Context: an optimization exercise on an open-source flow, tuned for small area, a short achievable clock period and few clock cycles. The choices shown serve that exercise and are no tape-out recipe. At most, simulation tests tie the RTL to the original design; equivalence was not proved.

==> job 9959: inputs <==
==> flow/design.v <==
`timescale 1ns/1ps
`default_nettype none
package pcie_queue_pkg;
    localparam int DWORD_W       = 32;
    localparam int PCIE_ADDR_W   = 18;
    localparam int PAGE_LSB      = 12;
    localparam int LINE_LSB      = 6;
    localparam int REGS_PER_PAGE = 4;
    localparam int DEF_NB_QUEUES = 8;
    localparam int RB_BRAM_OFFSET = 512;
endpackage
`default_nettype wire
`timescale 1ns/1ps
`default_nettype none
module queue_rr_counter (
    input  logic       pcie_clk,
    input  logic       pcie_reset_n,
    input  logic [4:0] nb_queues,
    input  logic       advance,
    output logic [2:0] cur_queue,
    output logic [2:0] next_queue
);
    logic last_queue;
    assign last_queue = ({2'b00, next_queue} + 5'd1 >= nb_queues) || (next_queue == 3'd7);
    always_ff @(posedge pcie_clk) begin
        if (!pcie_reset_n) begin
            cur_queue  <= 3'd0;
            next_queue <= (nb_queues > 5'd1) ? 3'd1 : 3'd0;
        end else if (advance) begin
            cur_queue  <= next_queue;
            next_queue <= last_queue ? 3'd0 : next_queue + 3'd1;
        end
    end
endmodule
`default_nettype wire
`timescale 1ns/1ps
`default_nettype none
module queue_switch_fsm (
    input  logic        pcie_clk,
    input  logic        pcie_reset_n,
    input  logic [4:0]  nb_queues,
    input  logic        dma_done,
    output logic [2:0]  cur_queue,
    output logic [7:0]  cur_onehot,
    output logic [7:0]  view_onehot
);
    logic [2:0] next_queue;
    queue_rr_counter u_rr_counter (
        .pcie_clk     (pcie_clk),
        .pcie_reset_n (pcie_reset_n),
        .nb_queues    (nb_queues),
        .advance      (dma_done),
        .cur_queue    (cur_queue),
        .next_queue   (next_queue)
    );
    always_comb begin
        for (int q = 0; q < 8; q++) begin
            cur_onehot[q]  = (cur_queue == 3'(q));
            view_onehot[q] = dma_done ? (next_queue == 3'(q)) : (cur_queue == 3'(q));
        end
    end
endmodule
`default_nettype wire
`timescale 1ns/1ps
`default_nettype none
module queue_reg_file (
    input  logic           pcie_clk,
    input  logic           pcie_reset_n,
    input  logic [17:0]    pcie_address,
    input  logic           pcie_write,
    input  logic [511:0]   pcie_writedata,
    input  logic [63:0]    pcie_byteenable,
    input  logic           dma_done,
    input  logic [31:0]    new_tail,
    input  logic [7:0]     cur_onehot,
    input  logic [7:0]     view_onehot,
    input  logic [7:0]     rd_onehot,
    output logic [127:0]   rd_words,
    output logic [31:0]    active_tail,
    output logic [31:0]    active_head,
    output logic [63:0]    active_kmem_addr
);
    logic [31:0] regs  [8][4];
    logic [3:0]  valid [8];
    logic        wr_hit;
    logic [3:0]  we    [8];
    logic [3:0]  vsel  [8];
    logic [3:0]  rsel  [8];
    logic [127:0] view;
    assign wr_hit = pcie_write && (pcie_address[17:15] == 3'd0);
    always_comb begin
        for (int q = 0; q < 8; q++) begin
            we[q][0] = dma_done && cur_onehot[q];
            for (int j = 1; j < 4; j++) begin
                we[q][j] = wr_hit && (pcie_address[14:12] == 3'(q)) && (&pcie_byteenable[4*j +: 4]);
            end
        end
    end
    always_ff @(posedge pcie_clk) begin
        for (int q = 0; q < 8; q++) begin
            if (we[q][0]) regs[q][0] <= new_tail;
            for (int j = 1; j < 4; j++) begin
                if (we[q][j]) regs[q][j] <= pcie_writedata[32*j +: 32];
            end
        end
    end
    always_ff @(posedge pcie_clk) begin
        for (int q = 0; q < 8; q++) begin
            if (!pcie_reset_n) valid[q] <= 4'd0;
            else               valid[q] <= valid[q] | we[q];
        end
    end
    always_comb begin
        for (int q = 0; q < 8; q++) begin
            for (int j = 0; j < 4; j++) begin
                vsel[q][j] = view_onehot[q] && valid[q][j] && pcie_reset_n;
                rsel[q][j] = rd_onehot[q] && valid[q][j];
            end
        end
    end
    for (genvar j = 0; j < 4; j++) begin : g_dword
        onehot_mux8 u_view_mux (
            .d0 (regs[0][j]), .d1 (regs[1][j]), .d2 (regs[2][j]), .d3 (regs[3][j]),
            .d4 (regs[4][j]), .d5 (regs[5][j]), .d6 (regs[6][j]), .d7 (regs[7][j]),
            .sel ({vsel[7][j], vsel[6][j], vsel[5][j], vsel[4][j],
                   vsel[3][j], vsel[2][j], vsel[1][j], vsel[0][j]}),
            .y   (view[32*j +: 32])
        );
        onehot_mux8 u_read_mux (
            .d0 (regs[0][j]), .d1 (regs[1][j]), .d2 (regs[2][j]), .d3 (regs[3][j]),
            .d4 (regs[4][j]), .d5 (regs[5][j]), .d6 (regs[6][j]), .d7 (regs[7][j]),
            .sel ({rsel[7][j], rsel[6][j], rsel[5][j], rsel[4][j],
                   rsel[3][j], rsel[2][j], rsel[1][j], rsel[0][j]}),
            .y   (rd_words[32*j +: 32])
        );
    end
    always_ff @(posedge pcie_clk) begin
        active_tail      <= view[31:0];
        active_head      <= view[63:32];
        active_kmem_addr <= view[127:64];
    end
endmodule
module onehot_mux8 (
    input  logic [31:0] d0, d1, d2, d3, d4, d5, d6, d7,
    input  logic [7:0]  sel,
    output logic [31:0] y
);
    assign y = (d0 & {32{sel[0]}}) | (d1 & {32{sel[1]}}) | (d2 & {32{sel[2]}}) | (d3 & {32{sel[3]}})
             | (d4 & {32{sel[4]}}) | (d5 & {32{sel[5]}}) | (d6 & {32{sel[6]}}) | (d7 & {32{sel[7]}});
endmodule
`default_nettype wire
`timescale 1ns/1ps
`default_nettype none
module pio_read_path (
    input  logic           pcie_clk,
    input  logic           pcie_reset_n,
    input  logic [17:0]    pcie_address,
    input  logic           pcie_read,
    input  logic [127:0]   rd_words,
    input  logic [511:0]   frb_readdata,
    input  logic           frb_readvalid,
    output logic [7:0]     rd_onehot,
    output logic           frb_read,
    output logic [11:0]    frb_address,
    output logic [511:0]   pcie_readdata,
    output logic           pcie_readdatavalid
);
    logic         reg_region;
    logic [2:0]   rd_page;
    logic         rd_r1;
    logic         rd_r2;
    logic [127:0] page_data;
    assign reg_region = (pcie_address[17:15] == 3'd0);
    assign frb_read    = pcie_read && !reg_region;
    assign frb_address = {pcie_address[17:15] - 3'd1, pcie_address[14:6]};
    always_ff @(posedge pcie_clk) begin
        rd_page <= pcie_address[14:12];
        if (!pcie_reset_n) begin
            rd_r1 <= 1'b0;
            rd_r2 <= 1'b0;
        end else begin
            rd_r1 <= pcie_read && reg_region;
            rd_r2 <= rd_r1;
        end
    end
    always_comb begin
        for (int q = 0; q < 8; q++) rd_onehot[q] = rd_r1 && (rd_page == 3'(q));
    end
    always_ff @(posedge pcie_clk) begin
        page_data <= rd_words;
    end
    always_ff @(posedge pcie_clk) begin
        if (!pcie_reset_n) pcie_readdatavalid <= 1'b0;
        else               pcie_readdatavalid <= rd_r2 || frb_readvalid;
        pcie_readdata[127:0]   <= page_data | (frb_readdata[127:0] & {128{!rd_r2}});
        pcie_readdata[511:128] <= frb_readdata[511:128] & {384{!rd_r2}};
    end
endmodule
`default_nettype wire
`timescale 1ns/1ps
`default_nettype none
module pcie_queue_top (
    input  logic           pcie_clk,
    input  logic           pcie_reset_n,
    input  logic [4:0]     nb_queues,
    input  logic [17:0]    pcie_address,
    input  logic           pcie_write,
    input  logic           pcie_read,
    input  logic [511:0]   pcie_writedata,
    input  logic [63:0]    pcie_byteenable,
    output logic [511:0]   pcie_readdata,
    output logic           pcie_readdatavalid,
    input  logic           dma_done,
    input  logic [31:0]    new_tail,
    output logic [2:0]     active_queue,
    output logic [31:0]    active_tail,
    output logic [31:0]    active_head,
    output logic [63:0]    active_kmem_addr,
    output logic           frb_read,
    output logic [11:0]    frb_address,
    input  logic [511:0]   frb_readdata,
    input  logic           frb_readvalid
);
    logic [7:0]   cur_onehot;
    logic [7:0]   view_onehot;
    logic [7:0]   rd_onehot;
    logic [127:0] rd_words;
    queue_switch_fsm u_switch_fsm (
        .pcie_clk     (pcie_clk),
        .pcie_reset_n (pcie_reset_n),
        .nb_queues    (nb_queues),
        .dma_done     (dma_done),
        .cur_queue    (active_queue),
        .cur_onehot   (cur_onehot),
        .view_onehot  (view_onehot)
    );
    queue_reg_file u_reg_file (
        .pcie_clk         (pcie_clk),
        .pcie_reset_n     (pcie_reset_n),
        .pcie_address     (pcie_address),
        .pcie_write       (pcie_write),
        .pcie_writedata   (pcie_writedata),
        .pcie_byteenable  (pcie_byteenable),
        .dma_done         (dma_done),
        .new_tail         (new_tail),
        .cur_onehot       (cur_onehot),
        .view_onehot      (view_onehot),
        .rd_onehot        (rd_onehot),
        .rd_words         (rd_words),
        .active_tail      (active_tail),
        .active_head      (active_head),
        .active_kmem_addr (active_kmem_addr)
    );
    pio_read_path u_read_path (
        .pcie_clk           (pcie_clk),
        .pcie_reset_n       (pcie_reset_n),
        .pcie_address       (pcie_address),
        .pcie_read          (pcie_read),
        .rd_words           (rd_words),
        .frb_readdata       (frb_readdata),
        .frb_readvalid      (frb_readvalid),
        .rd_onehot          (rd_onehot),
        .frb_read           (frb_read),
        .frb_address        (frb_address),
        .pcie_readdata      (pcie_readdata),
        .pcie_readdatavalid (pcie_readdatavalid)
    );
endmodule
`default_nettype wire
==> flow/run.sh <==
#!/bin/bash
# synth_recipe.tcl (not shown) runs the flow's synth.tcl, then flattens the netlist and writes it again
# the make line also repeats each setting of config.mk as NAME=value (left out here)
make -C /OpenROAD-flow-scripts/flow DESIGN_CONFIG=/design/flow/config.mk WORK_HOME=/design/flow/orfs CLKGATE_MAP_FILE= SYNTH_SCRIPT=/design/flow/synth_recipe.tcl finish
==> flow/config.mk <==
export PLATFORM = sky130hd
export DESIGN_NAME = pcie_queue_top
export DESIGN_NICKNAME = pcie_queue_top
export VERILOG_FILES = /design/flow/design.v
export SDC_FILE = /design/flow/constraint.sdc
export NUM_CORES = 4
export LEC_CHECK = 0
export CAP_MARGIN = 20
export CORE_AREA = 10 10 410 410
export DIE_AREA = 0 0 420 420
export SLEW_MARGIN = 20
export SYNTH_HIERARCHICAL = 1
==> flow/constraint.sdc <==
create_clock -name core_clock -period 5.0 [get_ports {pcie_clk}]
set_input_delay 1.0000 -clock core_clock [delete_from_list [all_inputs] [get_ports {pcie_clk}]]
set_output_delay 1.0000 -clock core_clock [all_outputs]
set_load 0.01 [all_outputs]
==> inputs of job 2272, as changes to job 9959 <==
- CORE_AREA: 10 10 410 410 -> 100 100 520 520
- DIE_AREA: 0 0 420 420 -> 0 0 620 620
==> inputs of job 2532, as changes to job 9959 <==
==> flow/design.v, changed modules only <==
module queue_reg_file (
    input  logic           pcie_clk,
    input  logic           pcie_reset_n,
    input  logic [17:0]    pcie_address,
    input  logic           pcie_write,
    input  logic [511:0]   pcie_writedata,
    input  logic [63:0]    pcie_byteenable,
    input  logic           dma_done,
    input  logic [31:0]    new_tail,
    input  logic [7:0]     cur_onehot,
    input  logic [7:0]     view_onehot,
    input  logic [7:0]     rd_onehot,
    output logic [127:0]   rd_words,
    output logic [31:0]    active_tail,
    output logic [31:0]    active_head,
    output logic [63:0]    active_kmem_addr
);
    logic [31:0] regs  [8][4];
    logic [3:0]  valid [8];
    logic        wr_hit;
    logic [3:0]  we    [8];
    logic [3:0]  vsel  [8];
    logic [3:0]  rsel  [8];
    logic [127:0] view;
    assign wr_hit = pcie_write && (pcie_address[17:15] == 3'd0);
    always_comb begin
        for (int q = 0; q < 8; q++) begin
            we[q][0] = dma_done && cur_onehot[q];
            for (int j = 1; j < 4; j++) begin
                we[q][j] = wr_hit && (pcie_address[14:12] == 3'(q)) && (&pcie_byteenable[4*j +: 4]);
            end
        end
    end
    always_ff @(posedge pcie_clk) begin
        for (int q = 0; q < 8; q++) begin
            if (we[q][0]) regs[q][0] <= new_tail;
            for (int j = 1; j < 4; j++) begin
                if (we[q][j]) regs[q][j] <= pcie_writedata[32*j +: 32];
            end
        end
    end
    always_ff @(posedge pcie_clk) begin
        for (int q = 0; q < 8; q++) begin
            if (!pcie_reset_n) valid[q] <= 4'd0;
            else               valid[q] <= valid[q] | we[q];
        end
    end
    always_comb begin
        for (int q = 0; q < 8; q++) begin
            for (int j = 0; j < 4; j++) begin
                vsel[q][j] = view_onehot[q] && valid[q][j] && pcie_reset_n;
                rsel[q][j] = rd_onehot[q] && valid[q][j];
            end
        end
        view     = '0;
        rd_words = '0;
        for (int q = 0; q < 8; q++) begin
            for (int j = 0; j < 4; j++) begin
                view[32*j +: 32]     = view[32*j +: 32]     | (regs[q][j] & {32{vsel[q][j]}});
                rd_words[32*j +: 32] = rd_words[32*j +: 32] | (regs[q][j] & {32{rsel[q][j]}});
            end
        end
    end
    always_ff @(posedge pcie_clk) begin
        active_tail      <= view[31:0];
        active_head      <= view[63:32];
        active_kmem_addr <= view[127:64];
    end
endmodule
// module onehot_mux8 removed
- CORE_AREA: 10 10 410 410 -> 10 10 650 650
- DIE_AREA: 0 0 420 420 -> 0 0 660 660
- SYNTH_HIERARCHICAL: 1 -> unset
==> run summary <==
Synthesis
The cell area that synthesis handed to floorplanning was 63,300 sq um. The area fraction of the dominant cell type after synthesis is 48.7%. The share of cell area taken by muxes after synthesis is 0.0474%. Counting every instance in the synthesized netlist gives 4,162.

Synthesis instantiated 42 different standard cells from the library. The xor-xnor portion of the synthesized cell area is 0.0138%. By count the netlist is led by sky130_fd_sc_hd__edfxtp_1, sky130_fd_sc_hd__a22oi_1, sky130_fd_sc_hd__dfxtp_1, sky130_fd_sc_hd__nor2b_1, sky130_fd_sc_hd__nand4_1.

The share of the Yosys chip area taken by registers is 74.3%. When the netlist entered floorplanning its net count stood at 5,319. In the post-synthesis netlist, the biggest area contributors are sky130_fd_sc_hd__edfxtp_1, sky130_fd_sc_hd__dfxtp_1, sky130_fd_sc_hd__a22oi_1.

The post-synthesis average cell area is 15.2 sq um. The post-synthesis adder-cell area fraction is 0.158%. The fraction of the mapped netlist area in compound gates is 14.5%. For this run, the number of Yosys warnings is 20.

After Yosys synthesis, and, or, nand and nor cells account for 8.16% of the synthesized area.

Die
In this run the vertical extent of the chip is 420 um. The die is 420 um wide. Row generation in the floorplan step produced 146 rows.

Outcome
The last stage reached is 3_2_place_iop. The flow did not finish. The first error in the log reads "[ERROR PPL-0024] Number of IO pins (1806) exceeds maximum number of available positions (1520). Increase the die perimeter from 1680.00um to 2456.16um".
-- figures above: job 9959

==> run summary <==
Outcome
The run finished with no timing, DRC or antenna violations.

Synthesis
The area fraction of the dominant cell type after synthesis is 45.8%. The number of nets in the synthesized netlist is 6,407. Summing the areas of all fa, ha and maj instances in the mapped netlist gives 0.223% of the synthesized area.

The post-synthesis average cell area is 12.8 sq um. The share of cell area taken by muxes after synthesis is 0.0446%. The count of warnings emitted by yosys is 9. In this run, distinct cell masters in the synthesized netlist total 55. Sequential elements use 69.8% of the synthesized area. The simple-gate share of the synthesized area is 13.1%. Summing every instance area after synthesis gives 67,400 sq um.

Summing the areas of all xor and xnor instances in the mapped netlist gives 0.0130% of the synthesized area.

Die
For this design the top-level I/O count stands at 1,806. The floorplan step set the die width to 660 um.

Route
The detailed-router iteration count before antenna repair is 8. The remaining number of nets flagged by the antenna check after routing is 0. The routed design uses 38,500 um of met3 wire. The total wire length is 384,000 um.

Cells and area
In the final design, more cell area goes to registers than to any other class. Across the whole layout, multi-input logic makes up 19.5% of the cell area.
-- figures above: job 2532

==> run summary <==
Cells and area
After routing the design area is 85,600 sq um. The count of buffers not belonging to the clock network in the layout is 1,434.

Synthesis
The number of nets handed over by synthesis was 5,319. After synthesis, flip-flops and latches occupy 74.3% of the total area. Counting instances in the post-synthesis netlist gives the leading cell types as sky130_fd_sc_hd__edfxtp_1, sky130_fd_sc_hd__a22oi_1, sky130_fd_sc_hd__dfxtp_1, sky130_fd_sc_hd__nor2b_1, sky130_fd_sc_hd__nand4_1. By area the synthesized netlist is led by sky130_fd_sc_hd__edfxtp_1, sky130_fd_sc_hd__dfxtp_1, sky130_fd_sc_hd__a22oi_1.

After synthesis, the share of cell area in mux cells is 0.0474%. The count of warnings emitted by yosys is 20. The cell count after synthesis is 4,162.

The simple-gate share of the synthesized area is 8.16%. The fraction of the mapped netlist area in compound gates is 14.5%. The post-synthesis adder-cell area fraction is 0.158%.

After Yosys synthesis, XOR and XNOR cells account for 0.0138% of the synthesized area.

Die
The die span in x is 620 um. Measured along the y axis, the die boundary spans 620 um.

CTS
The clock tree from TritonCTS is yes.

Global route
The wire length of the first global-routing pass is 490,000 um.

Run
The total of max-cap violations is 0.

Outcome
The flow ran to the end and the layout has no timing, DRC or antenna violations.
-- figures above: job 2272

Testbench counts of job 2532, summed over its fixed seeds: cycles 3,208.
No functional check of the RTL was part of job 9959 and job 2272.

static timing again, ports no longer ideal:
The flow's constraints put no driver on any port. The routed layouts listed below were extracted and timed again, unchanged, in two steps. Step 1 assumes that a clkbuf_16 drives the clock port and a buf_2 every other input. Step 2, shift: input delay + t, output delay - t, t = (earliest + latest rising clock arrival at the registers) / 2. This alone moves slack from input paths to output paths. a / b / c = no drivers / after step 1 / after step 2; a / b = the first two.
run | t, ns | slack for setup (ns) | slew at the worst register clock pin (ns) | cell pins on the clock port's net
job 2272 | 0.896 | 1.355 / 1.271 / 0.605 | 0.06 / 0.06 | 1
job 2532 | 0.964 | 1.370 / 1.370 / 0.823 | 0.07 / 0.07 | 1
After both steps setup and hold are still met in every run listed. The setup slack of job 2272, which loses most, moves by -0.084 ns with the drivers and by -0.750 ns with both steps.
